This is an optimization exercise on Yosys and OpenROAD, whose aim is small area, a short achievable clock period and few clock cycles per item, not a production implementation.

==> build 72 <==
==> flow/design.v <==
`timescale 1ns / 1ps
package epse_pkg;
    localparam logic [1:0] KIND_POS   = 2'd0;
    localparam logic [1:0] KIND_SPEED = 2'd1;
    localparam logic [1:0] KIND_CLEAR = 2'd2;
    localparam logic [1:0] KIND_RSVD  = 2'd3;
    localparam int CFG_ADDR_W = 2;
    localparam int CFG_DATA_W = 17;
    localparam logic [CFG_ADDR_W-1:0] CFG_REVERSE_MASK   = 2'd0;
    localparam logic [CFG_ADDR_W-1:0] CFG_COUNTS_PER_REV = 2'd1;
    localparam logic [CFG_ADDR_W-1:0] CFG_MIN_INTERVAL   = 2'd2;
    localparam logic [CFG_ADDR_W-1:0] CFG_ALPHA          = 2'd3;
    localparam logic [1:0]  RST_REVERSE_MASK   = 2'd1;
    localparam logic [15:0] RST_COUNTS_PER_REV = 16'd3960;
    localparam logic [15:0] RST_MIN_INTERVAL   = 16'd250;
    localparam logic [16:0] RST_ALPHA          = 17'd13107;
    localparam logic [13:0] US_ODD = 14'd15625;
    localparam int S_TDATA_W = 56;
    localparam int M_TDATA_W = 72;
    localparam logic [1:0] J_NONE = 2'd0;   
    localparam logic [1:0] J_ZERO = 2'd1;   
    localparam logic [1:0] J_READ = 2'd2;   
    localparam logic [1:0] J_UPD  = 2'd3;   
endpackage
`timescale 1ns / 1ps
module epse_div_step (
    input  logic [47:0] rem,
    input  logic [1:0]  nbits,
    input  logic [47:0] den,
    input  logic [49:0] den3,
    output logic [1:0]  digit,
    output logic [47:0] rem_next,
    output logic [47:0] rem_sub1,  
    output logic        ge1,       
    output logic        ge2        
);
    logic [49:0] t;
    logic [50:0] s1, s2, s3;
    assign t  = {rem, nbits};
    assign s1 = {1'b0, t} - {3'b0, den};
    assign s2 = {1'b0, t} - {2'b0, den, 1'b0};
    assign s3 = {1'b0, t} - {1'b0, den3};
    assign ge1 = !s1[50];
    assign rem_sub1 = s1[47:0];
    assign ge2 = !s2[50];
    always_comb begin
        if (!s3[50]) begin
            digit = 2'd3; rem_next = s3[47:0];
        end else if (!s2[50]) begin
            digit = 2'd2; rem_next = s2[47:0];
        end else if (!s1[50]) begin
            digit = 2'd1; rem_next = s1[47:0];
        end else begin
            digit = 2'd0; rem_next = t[47:0];
        end
    end
endmodule
`timescale 1ns / 1ps
module epse_rpm (
    input  logic [31:0] rps,
    output logic [31:0] rpm
);
    logic signed [37:0] scaled;
    assign scaled = ($signed({{6{rps[31]}}, rps}) <<< 6) - ($signed({{6{rps[31]}}, rps}) <<< 2);
    always_comb begin
        if (scaled[37:31] == 7'h00 || scaled[37:31] == 7'h7F) rpm = scaled[31:0];
        else if (scaled[37]) rpm = 32'h8000_0000;
        else rpm = 32'h7FFF_FFFF;
    end
endmodule
`timescale 1ns / 1ps
import epse_pkg::*;
module encoder_position_speed_estimator (
    input  logic                  aclk,
    input  logic                  aresetn,
    input  logic                  s_tvalid,
    output logic                  s_tready,
    input  logic [epse_pkg::S_TDATA_W-1:0]  s_tdata,
    output logic                  m_tvalid,
    input  logic                  m_tready,
    output logic [epse_pkg::M_TDATA_W-1:0]  m_tdata,
    input  logic                  cfg_wr_en,
    input  logic [epse_pkg::CFG_ADDR_W-1:0] cfg_addr,
    input  logic [epse_pkg::CFG_DATA_W-1:0] cfg_wr_data
);
    logic [1:0]  rev_mask;
    logic [15:0] cpr;
    logic [15:0] min_gap;
    logic [16:0] alpha_eff;    
    always_ff @(posedge aclk) begin
        if (!aresetn) begin
            rev_mask  <= RST_REVERSE_MASK;
            cpr       <= RST_COUNTS_PER_REV;
            min_gap   <= RST_MIN_INTERVAL;
            alpha_eff <= RST_ALPHA;
        end else if (cfg_wr_en) begin
            unique case (cfg_addr)
                CFG_REVERSE_MASK:   rev_mask  <= cfg_wr_data[1:0];
                CFG_COUNTS_PER_REV: cpr       <= cfg_wr_data[15:0];
                CFG_MIN_INTERVAL:   min_gap   <= cfg_wr_data[15:0];
                CFG_ALPHA:          alpha_eff <= cfg_wr_data[16] ? 17'h10000 : cfg_wr_data;
                default: ;
            endcase
        end
    end
    logic [15:0] last_raw  [2];
    logic [31:0] pos       [2];
    logic [31:0] dpos      [2];
    logic [31:0] base_time [2];
    logic        primed    [2];
    logic [31:0] rps       [2];
    logic v0, v1, vd, v5, vo;
    logic out_free, j5_adv, j5_free, j5_free_c;
    logic dv_done, dv_adv, dv_free, j1_adv, j1_free, fe_adv, s0_free;
    logic [1:0]  kind0;
    logic [1:0]  mot0;
    logic [15:0] raw0;
    logic [31:0] now0;
    logic [16:0] dl0, ndl0;
    logic        ok0, idx0, is_clr0, is_spd0, upd0, dtge0, ddz0;
    logic        idx_in, rev_in;
    logic [15:0] raw_in, lr_in, p_in, m_in;
    logic [16:0] sp_in, sm_in;
    assign idx_in = s_tdata[3];
    assign raw_in = s_tdata[19:4];
    assign rev_in = rev_mask[idx_in];
    assign lr_in  = (v0 && ok0 && idx0 == idx_in) ? raw0 : last_raw[idx_in];
    assign p_in   = raw_in - lr_in;
    assign m_in   = lr_in - raw_in;
    assign sp_in  = {p_in[15], p_in};
    assign sm_in  = {m_in[15] && (m_in != 16'h8000), m_in};
    assign s_tready = s0_free;
    always_ff @(posedge aclk) begin
        if (s_tvalid && s0_free) begin
            kind0 <= s_tdata[1:0];
            mot0  <= s_tdata[3:2];
            raw0  <= raw_in;
            now0  <= s_tdata[51:20];
            dl0   <= rev_in ? sm_in : sp_in;
            ndl0  <= rev_in ? sp_in : sm_in;
        end
    end
    logic [31:0] delta0, np0, dd0, dt0;
    logic [1:0]  jt0;
    assign ok0     = (mot0 == 2'd1 || mot0 == 2'd2) && kind0 != KIND_RSVD;
    assign idx0    = mot0[1];
    assign is_clr0 = kind0 == KIND_CLEAR;
    assign is_spd0 = kind0 == KIND_SPEED;
    assign delta0  = {{15{dl0[16]}}, dl0};
    assign np0     = pos[idx0] + delta0;
    assign dd0     = dpos[idx0] + delta0;
    assign ddz0    = dpos[idx0] == {{15{ndl0[16]}}, ndl0};
    assign dt0     = now0 - base_time[idx0];
    assign dtge0   = dt0 >= {16'd0, min_gap};
    assign upd0    = is_spd0 && primed[idx0] && dtge0 && !ddz0;
    always_comb begin
        if (!ok0 || kind0 == KIND_POS)            jt0 = J_NONE;
        else if (is_clr0 || !primed[idx0])        jt0 = J_ZERO;
        else if (upd0)                            jt0 = J_UPD;
        else                                      jt0 = J_READ;
    end
    always_ff @(posedge aclk) begin
        if (!aresetn) begin
            for (int i = 0; i < 2; i++) begin
                last_raw[i]  <= '0;
                pos[i]       <= '0;
                dpos[i]      <= '0;
                base_time[i] <= '0;
                primed[i]    <= 1'b0;
            end
        end else if (fe_adv && ok0) begin
            last_raw[idx0] <= raw0;
            if (is_clr0) begin
                pos[idx0]       <= '0;
                dpos[idx0]      <= '0;
                base_time[idx0] <= '0;
                primed[idx0]    <= 1'b0;
            end else begin
                pos[idx0] <= np0;
                if (is_spd0 && !primed[idx0]) begin
                    primed[idx0]    <= 1'b1;
                    base_time[idx0] <= now0;
                    dpos[idx0]      <= '0;
                end else if (upd0) begin
                    base_time[idx0] <= now0;
                    dpos[idx0]      <= '0;
                end else begin
                    dpos[idx0] <= dd0;
                end
            end
        end
    end
    logic [1:0]  jt1, c1;
    logic        idx1, ok1, neg1;
    logic [31:0] pos1, dt1, dx1;
    logic [47:0] accd1;
    logic [45:0] accm1;
    logic [3:0]  cdig1, kdig1;
    logic [47:0] den1;
    logic [45:0] num1;
    logic        j1_ready;
    logic [3:0] cdig_nx, kdig_nx;
    logic [1:0] c_nx;
    assign c_nx = fe_adv ? 2'd0 : c1 + 2'd1;
    always_comb begin
        unique case (c_nx)
            2'd0: begin cdig_nx = cpr[15:12]; kdig_nx = 4'(US_ODD[13:12]); end
            2'd1: begin cdig_nx = cpr[11:8];  kdig_nx = US_ODD[11:8];      end
            2'd2: begin cdig_nx = cpr[7:4];   kdig_nx = US_ODD[7:4];       end
            default: begin cdig_nx = cpr[3:0]; kdig_nx = US_ODD[3:0];      end
        endcase
    end
    assign den1 = {accd1[43:0], 4'd0} + 48'(dt1 * cdig1);
    assign num1 = {accm1[41:0], 4'd0} + 46'(dx1 * kdig1) + 46'(neg1 ? kdig1 : 4'd0);
    assign j1_ready = (jt1 != J_UPD) || (c1 == 2'd3);
    always_ff @(posedge aclk) begin
        if (fe_adv) begin
            jt1   <= jt0;
            idx1  <= idx0;
            ok1   <= ok0;
            pos1  <= (ok0 && !is_clr0) ? np0 : 32'd0;
            neg1  <= dd0[31];
            dx1   <= dd0[31] ? ~dd0 : dd0;
            dt1   <= dt0;
            accd1 <= '0;
            accm1 <= '0;
            c1    <= 2'd0;
            cdig1 <= cdig_nx;
            kdig1 <= kdig_nx;
        end else if (v1 && !j1_ready) begin
            accd1 <= den1;
            accm1 <= num1;
            c1    <= c1 + 2'd1;
            cdig1 <= cdig_nx;
            kdig1 <= kdig_nx;
        end
    end
    localparam logic [1:0] P_FIRST = 2'd0;
    localparam logic [1:0] P_STEP  = 2'd1;
    localparam logic [1:0] P_FIN   = 2'd2;
    logic [1:0]  jtd, phd, qdl, rml;
    logic        idxd, okd, negd, satd, rnl, addr, wrd;
    logic [31:0] posd;
    logic [47:0] remd, dend;
    logic [49:0] den3d;
    logic [9:0]  nbd;
    logic [3:0]  cntd;           
    logic [51:0] accd;
    logic [1:0]  dig;
    logic [47:0] rem_nx, rem_s1;
    logic        ge1, ge2;
    epse_div_step u_step (
        .rem      (remd),
        .nbits    (nbd[9:8]),
        .den      (dend),
        .den3     (den3d),
        .digit    (dig),
        .rem_next (rem_nx),
        .rem_sub1 (rem_s1),
        .ge1      (ge1),
        .ge2      (ge2)
    );
    logic [17:0] am [4];
    assign am[0] = 18'd0;
    assign am[1] = {1'b0, alpha_eff};
    assign am[2] = {alpha_eff, 1'b0};
    assign am[3] = {1'b0, alpha_eff} + {alpha_eff, 1'b0};
    logic [31:0] rps_d;
    logic [3:0]  rpos;
    logic [1:0]  rdig, rmag_nx;
    logic        rneg_nx;
    logic [17:0] mq, mr;
    logic [51:0] t1, t2, t3, t0, acc_nx;
    assign rps_d   = rps[idxd];
    assign rpos    = (phd == P_FIRST) ? 4'd15 : cntd - 4'd1;
    assign rdig    = rps_d[2*rpos +: 2];
    assign rneg_nx = (rpos == 4'd15) && rdig[1];
    assign rmag_nx = rneg_nx ? 2'(-rdig) : rdig;
    assign mq = am[qdl];
    assign mr = am[rml];
    assign t0 = {accd[49:0], negd && !rnl, negd ^ !rnl};
    assign t1 = negd ? ~{34'd0, mq} : {34'd0, mq};
    assign t2 = rnl ? {34'd0, mr} : ~{34'd0, mr};
    assign t3 = addr ? {{20{rps_d[31]}}, rps_d} : 52'd0;
    assign acc_nx = t0 + t1 + t2 + t3;
    assign dv_done = vd && (phd == P_FIN);
    always_ff @(posedge aclk) begin
        if (j1_adv) begin
            jtd  <= jt1;
            idxd <= idx1;
            okd  <= ok1;
            posd <= pos1;
            negd <= neg1 && (jt1 == J_UPD);
            wrd  <= (jt1 == J_UPD) || (jt1 == J_ZERO);
            remd <= {12'd0, num1[45:10]};
            nbd  <= num1[9:0];
            dend <= den1;
            cntd <= 4'd15;
            accd <= '0;
            qdl  <= 2'd0;
            rml  <= 2'd0;
            rnl  <= 1'b0;
            addr <= 1'b0;
            satd <= 1'b0;
            phd  <= (jt1 == J_UPD) ? P_FIRST : P_FIN;
        end else if (vd) begin
            unique case (phd)
                P_FIRST: begin
                    den3d <= {2'b0, dend} + {1'b0, dend, 1'b0};
                    satd  <= ge2;
                    rml   <= rmag_nx;
                    rnl   <= rneg_nx;
                    qdl   <= (cpr == 16'd0) ? 2'd0 : ge2 ? 2'd1 : {1'b0, ge1};
                    remd  <= ge1 ? rem_s1 : {remd[45:0], nbd[9:8]};
                    nbd   <= {nbd[7:0], 2'b00};
                    phd   <= P_STEP;
                end
                P_STEP: begin
                    accd <= acc_nx;
                    rml  <= rmag_nx;
                    rnl  <= rneg_nx;
                    addr <= (cntd == 4'd9);
                    qdl  <= (cpr == 16'd0) ? 2'd0 : satd ? 2'd3 : dig;
                    remd <= rem_nx;
                    nbd  <= {nbd[7:0], 2'b00};
                    cntd <= cntd - 4'd1;
                    if (cntd == 4'd1) phd <= P_FIN;
                end
                default: ;
            endcase
        end
    end
    always_ff @(posedge aclk) begin
        if (!aresetn) begin
            rps[0] <= '0;
            rps[1] <= '0;
        end else if (dv_adv && wrd) begin
            rps[idxd] <= acc_nx[47:16];
        end
    end
    logic        ok5, spd5, rd5, idx5;
    logic [31:0] pos5, rps5, rpsv5, rpm5;
    always_ff @(posedge aclk) begin
        if (dv_adv) begin
            ok5  <= okd;
            spd5 <= jtd[1];
            rd5  <= jtd == J_READ;
            idx5 <= idxd;
            pos5 <= posd;
            rps5 <= acc_nx[47:16];
        end
    end
    assign rpsv5 = rd5 ? rps[idx5] : rps5;
    epse_rpm u_rpm (.rps(rpsv5), .rpm(rpm5));
    logic        oko;
    logic [31:0] poso, spdo;
    always_ff @(posedge aclk) begin
        if (j5_adv) begin
            oko  <= ok5;
            poso <= pos5;
            spdo <= spd5 ? rpm5 : 32'd0;
        end
    end
    assign m_tvalid = vo;
    assign m_tdata  = {7'd0, spdo, poso, oko};
    assign out_free  = !vo || m_tready;
    assign j5_adv    = v5 && out_free;
    assign j5_free   = !v5 || out_free;
    assign j5_free_c = !v5 || !vo;
    assign dv_adv    = dv_done && j5_free_c;
    assign dv_free   = !vd || dv_adv;
    assign j1_adv    = v1 && j1_ready && dv_free;
    assign j1_free   = !v1 || (j1_ready && dv_free);
    assign fe_adv    = v0 && j1_free;
    assign s0_free   = !v0 || j1_free;
    always_ff @(posedge aclk) begin
        if (!aresetn) begin
            v0 <= 1'b0;
            v1 <= 1'b0;
            vd <= 1'b0;
            v5 <= 1'b0;
            vo <= 1'b0;
        end else begin
            v0 <= (s_tvalid && s0_free) || (v0 && !fe_adv);
            v1 <= fe_adv || (v1 && !j1_adv);
            vd <= j1_adv || (vd && !dv_adv);
            v5 <= dv_adv || (v5 && !j5_adv);
            vo <= j5_adv || (vo && !m_tready);
        end
    end
endmodule
==> flow/run.sh <==
#!/bin/bash
# synth_recipe.tcl (not shown) runs the flow's synth.tcl, then flattens the netlist and writes it again
# the make line also repeats each setting of config.mk as NAME=value (left out here)
make -C /OpenROAD-flow-scripts/flow DESIGN_CONFIG=/design/flow/config.mk WORK_HOME=/design/flow/orfs CLKGATE_MAP_FILE= SYNTH_SCRIPT=/design/flow/synth_recipe.tcl finish
==> flow/config.mk <==
export PLATFORM = sky130hd
export DESIGN_NAME = encoder_position_speed_estimator
export DESIGN_NICKNAME = encoder_position_speed_estimator
export VERILOG_FILES = /design/flow/design.v
export SDC_FILE = /design/flow/constraint.sdc
export NUM_CORES = 4
export LEC_CHECK = 0
export ABC_CLOCK_PERIOD_IN_PS = 5000
export CAP_MARGIN = 20
export CORE_MARGIN = 2
export CORE_UTILIZATION = 40
export SETUP_SLACK_MARGIN = 5
export SLEW_MARGIN = 20
==> flow/constraint.sdc <==
create_clock -name core_clock -period 12.0 [get_ports {aclk}]
set_input_delay 2.4000 -clock core_clock [delete_from_list [all_inputs] [get_ports {aclk}]]
set_output_delay 2.4000 -clock core_clock [all_outputs]
set_load 0.01 [all_outputs]
==> build 17: changes against build 72 <==
--- a/flow/design.v
+++ b/flow/design.v
@@ -118,15 +118,2 @@
     logic [31:0] now0;
-    logic [16:0] dl0, ndl0;
-    logic        ok0, idx0, is_clr0, is_spd0, upd0, dtge0, ddz0;
-    logic        idx_in, rev_in;
-    logic [15:0] raw_in, lr_in, p_in, m_in;
-    logic [16:0] sp_in, sm_in;
-    assign idx_in = s_tdata[3];
-    assign raw_in = s_tdata[19:4];
-    assign rev_in = rev_mask[idx_in];
-    assign lr_in  = (v0 && ok0 && idx0 == idx_in) ? raw0 : last_raw[idx_in];
-    assign p_in   = raw_in - lr_in;
-    assign m_in   = lr_in - raw_in;
-    assign sp_in  = {p_in[15], p_in};
-    assign sm_in  = {m_in[15] && (m_in != 16'h8000), m_in};
     assign s_tready = s0_free;
@@ -136,9 +123,9 @@
             mot0  <= s_tdata[3:2];
-            raw0  <= raw_in;
+            raw0  <= s_tdata[19:4];
             now0  <= s_tdata[51:20];
-            dl0   <= rev_in ? sm_in : sp_in;
-            ndl0  <= rev_in ? sp_in : sm_in;
         end
     end
-    logic [31:0] delta0, np0, dd0, dt0;
+    logic        ok0, idx0, rev0, is_clr0, is_spd0, upd0;
+    logic [15:0] x0;
+    logic [31:0] dext0, delta0, np0, dd0, dt0;
     logic [1:0]  jt0;
@@ -146,11 +133,12 @@
     assign idx0    = mot0[1];
+    assign rev0    = rev_mask[idx0];
     assign is_clr0 = kind0 == KIND_CLEAR;
     assign is_spd0 = kind0 == KIND_SPEED;
-    assign delta0  = {{15{dl0[16]}}, dl0};
+    assign x0      = raw0 - last_raw[idx0];
+    assign dext0   = {{16{x0[15]}}, x0};
+    assign delta0  = rev0 ? (32'd0 - dext0) : dext0;
     assign np0     = pos[idx0] + delta0;
     assign dd0     = dpos[idx0] + delta0;
-    assign ddz0    = dpos[idx0] == {{15{ndl0[16]}}, ndl0};
     assign dt0     = now0 - base_time[idx0];
-    assign dtge0   = dt0 >= {16'd0, min_gap};
-    assign upd0    = is_spd0 && primed[idx0] && dtge0 && !ddz0;
+    assign upd0    = is_spd0 && primed[idx0] && (dt0 >= {16'd0, min_gap}) && (dd0 != 32'd0);
     always_comb begin
@@ -201,11 +189,8 @@
     logic        j1_ready;
-    logic [3:0] cdig_nx, kdig_nx;
-    logic [1:0] c_nx;
-    assign c_nx = fe_adv ? 2'd0 : c1 + 2'd1;
     always_comb begin
-        unique case (c_nx)
-            2'd0: begin cdig_nx = cpr[15:12]; kdig_nx = 4'(US_ODD[13:12]); end
-            2'd1: begin cdig_nx = cpr[11:8];  kdig_nx = US_ODD[11:8];      end
-            2'd2: begin cdig_nx = cpr[7:4];   kdig_nx = US_ODD[7:4];       end
-            default: begin cdig_nx = cpr[3:0]; kdig_nx = US_ODD[3:0];      end
+        unique case (c1)
+            2'd0: begin cdig1 = cpr[15:12]; kdig1 = US_ODD[13:12]; end
+            2'd1: begin cdig1 = cpr[11:8];  kdig1 = US_ODD[11:8];  end
+            2'd2: begin cdig1 = cpr[7:4];   kdig1 = US_ODD[7:4];   end
+            default: begin cdig1 = cpr[3:0]; kdig1 = US_ODD[3:0];  end
         endcase
@@ -227,4 +212,2 @@
             c1    <= 2'd0;
-            cdig1 <= cdig_nx;
-            kdig1 <= kdig_nx;
         end else if (v1 && !j1_ready) begin
@@ -233,4 +216,2 @@
             c1    <= c1 + 2'd1;
-            cdig1 <= cdig_nx;
-            kdig1 <= kdig_nx;
         end
@@ -240,4 +221,4 @@
     localparam logic [1:0] P_FIN   = 2'd2;
-    logic [1:0]  jtd, phd, qdl, rml;
-    logic        idxd, okd, negd, satd, rnl, addr, wrd;
+    logic [1:0]  jtd, phd, qdl;
+    logic        idxd, okd, negd, satd;
     logic [31:0] posd;
@@ -247,3 +228,3 @@
     logic [3:0]  cntd;           
-    logic [51:0] accd;
+    logic signed [51:0] accd;
     logic [1:0]  dig;
@@ -262,25 +243,36 @@
     );
-    logic [17:0] am [4];
-    assign am[0] = 18'd0;
-    assign am[1] = {1'b0, alpha_eff};
-    assign am[2] = {alpha_eff, 1'b0};
-    assign am[3] = {1'b0, alpha_eff} + {alpha_eff, 1'b0};
+    logic [16:0] a1;
+    logic [17:0] a3;
+    logic [18:0] a5;
+    assign a1 = alpha_eff;
+    assign a3 = {1'b0, alpha_eff} + {alpha_eff, 1'b0};
+    assign a5 = {2'b0, alpha_eff} + {alpha_eff, 2'b0};
     logic [31:0] rps_d;
-    logic [3:0]  rpos;
-    logic [1:0]  rdig, rmag_nx;
-    logic        rneg_nx;
-    logic [17:0] mq, mr;
-    logic [51:0] t1, t2, t3, t0, acc_nx;
-    assign rps_d   = rps[idxd];
-    assign rpos    = (phd == P_FIRST) ? 4'd15 : cntd - 4'd1;
-    assign rdig    = rps_d[2*rpos +: 2];
-    assign rneg_nx = (rpos == 4'd15) && rdig[1];
-    assign rmag_nx = rneg_nx ? 2'(-rdig) : rdig;
-    assign mq = am[qdl];
-    assign mr = am[rml];
-    assign t0 = {accd[49:0], negd && !rnl, negd ^ !rnl};
-    assign t1 = negd ? ~{34'd0, mq} : {34'd0, mq};
-    assign t2 = rnl ? {34'd0, mr} : ~{34'd0, mr};
-    assign t3 = addr ? {{20{rps_d[31]}}, rps_d} : 52'd0;
-    assign acc_nx = t0 + t1 + t2 + t3;
+    logic [1:0]  rdig;
+    logic signed [3:0] qs, rs, e;
+    logic [2:0]  emag;
+    logic [19:0] ema;
+    logic signed [51:0] eterm, acc_nx, sum_fin;
+    logic [31:0] rps_new;
+    assign rps_d = rps[idxd];
+    assign rdig  = rps_d[2*cntd +: 2];
+    assign qs    = negd ? -$signed({2'b00, qdl}) : $signed({2'b00, qdl});
+    assign rs    = (cntd == 4'd15) ? $signed({{2{rdig[1]}}, rdig}) : $signed({2'b00, rdig});
+    assign e     = (jtd == J_UPD) ? (qs - rs) : 4'sd0;
+    assign emag  = e[3] ? 3'(-e) : e[2:0];
+    always_comb begin
+        unique case (emag)
+            3'd0: ema = 20'd0;
+            3'd1: ema = {3'd0, a1};
+            3'd2: ema = {2'd0, a1, 1'b0};
+            3'd3: ema = {2'd0, a3};
+            3'd4: ema = {1'd0, a1, 2'b0};
+            3'd5: ema = {1'd0, a5};
+            default: ema = {1'd0, a3, 1'b0};
+        endcase
+    end
+    assign eterm   = e[3] ? -$signed({32'd0, ema}) : $signed({32'd0, ema});
+    assign acc_nx  = (accd <<< 2) + eterm;
+    assign sum_fin = acc_nx + $signed({{4{rps_d[31]}}, rps_d, 16'd0});
+    assign rps_new = (jtd == J_ZERO) ? 32'd0 : sum_fin[47:16];
     assign dv_done = vd && (phd == P_FIN);
@@ -292,4 +284,3 @@
             posd <= pos1;
-            negd <= neg1 && (jt1 == J_UPD);
-            wrd  <= (jt1 == J_UPD) || (jt1 == J_ZERO);
+            negd <= neg1;
             remd <= {12'd0, num1[45:10]};
@@ -300,5 +291,2 @@
             qdl  <= 2'd0;
-            rml  <= 2'd0;
-            rnl  <= 1'b0;
-            addr <= 1'b0;
             satd <= 1'b0;
@@ -310,4 +298,2 @@
                     satd  <= ge2;
-                    rml   <= rmag_nx;
-                    rnl   <= rneg_nx;
                     qdl   <= (cpr == 16'd0) ? 2'd0 : ge2 ? 2'd1 : {1'b0, ge1};
@@ -319,5 +305,2 @@
                     accd <= acc_nx;
-                    rml  <= rmag_nx;
-                    rnl  <= rneg_nx;
-                    addr <= (cntd == 4'd9);
                     qdl  <= (cpr == 16'd0) ? 2'd0 : satd ? 2'd3 : dig;
@@ -336,8 +319,8 @@
             rps[1] <= '0;
-        end else if (dv_adv && wrd) begin
-            rps[idxd] <= acc_nx[47:16];
+        end else if (dv_adv && (jtd == J_UPD || jtd == J_ZERO)) begin
+            rps[idxd] <= rps_new;
         end
     end
-    logic        ok5, spd5, rd5, idx5;
-    logic [31:0] pos5, rps5, rpsv5, rpm5;
+    logic        ok5, spd5;
+    logic [31:0] pos5, rps5, rpm5;
     always_ff @(posedge aclk) begin
@@ -346,10 +329,7 @@
             spd5 <= jtd[1];
-            rd5  <= jtd == J_READ;
-            idx5 <= idxd;
             pos5 <= posd;
-            rps5 <= acc_nx[47:16];
+            rps5 <= rps_new;
         end
     end
-    assign rpsv5 = rd5 ? rps[idx5] : rps5;
-    epse_rpm u_rpm (.rps(rpsv5), .rpm(rpm5));
+    epse_rpm u_rpm (.rps(rps5), .rpm(rpm5));
     logic        oko;
--- a/flow/config.mk
+++ b/flow/config.mk
@@ -7,3 +7,2 @@
 export LEC_CHECK = 0
-export ABC_CLOCK_PERIOD_IN_PS = 5000
 export CAP_MARGIN = 20
@@ -11,3 +10,2 @@
 export CORE_UTILIZATION = 40
-export SETUP_SLACK_MARGIN = 5
 export SLEW_MARGIN = 20
==> results.json <==
{
  "final-nonclk-buf-share_pct": 2.76,
  "wl_met1_um": 90800,
  "status": "no timing/DRC/antenna violations",
  "switching_share_pct": 43.5,
  "nFlopsAndLatches": 1016,
  "synth_seq_cells": 1016,
  "min-delay-start": "posd[28]"
}
the above is filed under build 72

==> results.json <==
{
  "wl_met1_um": 81800,
  "netlist_instances": 7175,
  "nFlopsAndLatches": 967,
  "status": "no timing/DRC/antenna violations",
  "switching_share_pct": 38.8,
  "min-delay-start": "pos5[31]",
  "synthMuxAreaShare_pct": 2.82,
  "final-nonclk-buf-share_pct": 3.04,
  "synth_seq_cells": 967,
  "clkbuf_count": 131,
  "final_util_pct": 45.3
}
the above is filed under build 17

No run of this note included a check of the RTL's function; only the layout flow was run.

## re-timing with driven ports
In the flow no input, the clock included, has a driving cell. The finished layouts below were timed again as built, in two steps. Step 1, drivers: a clkbuf_16 drives aclk and a buf_2 each remaining input, both assumed. Step 2 moves the port delays by t, midway between the first and last clock arrival at a register: inputs arrive t later, outputs are due t later. That takes back most of the time a late clock gives input paths. a / b / c = ideal / step 1 / step 2; a / b = the first two.
run | shift t [ns] | setup slack, ns | hold WS [ns] | worst setup path after step 2 | clock arrival spread, ns
build 72 | 0.857 | 5.044 / 5.044 / 4.778 | 0.414 / 0.414 / 0.414 | input to register | 0.088 / 0.088
build 17 | 0.837 | 0.665 / 0.665 / 0.665 | 0.391 / 0.391 / 0.391 | register to register | 0.067 / 0.068
After both steps every run listed still meets setup and hold. The setup slack of build 72, which loses most, moves by 0.000 ns with the drivers and by -0.266 ns with both steps.
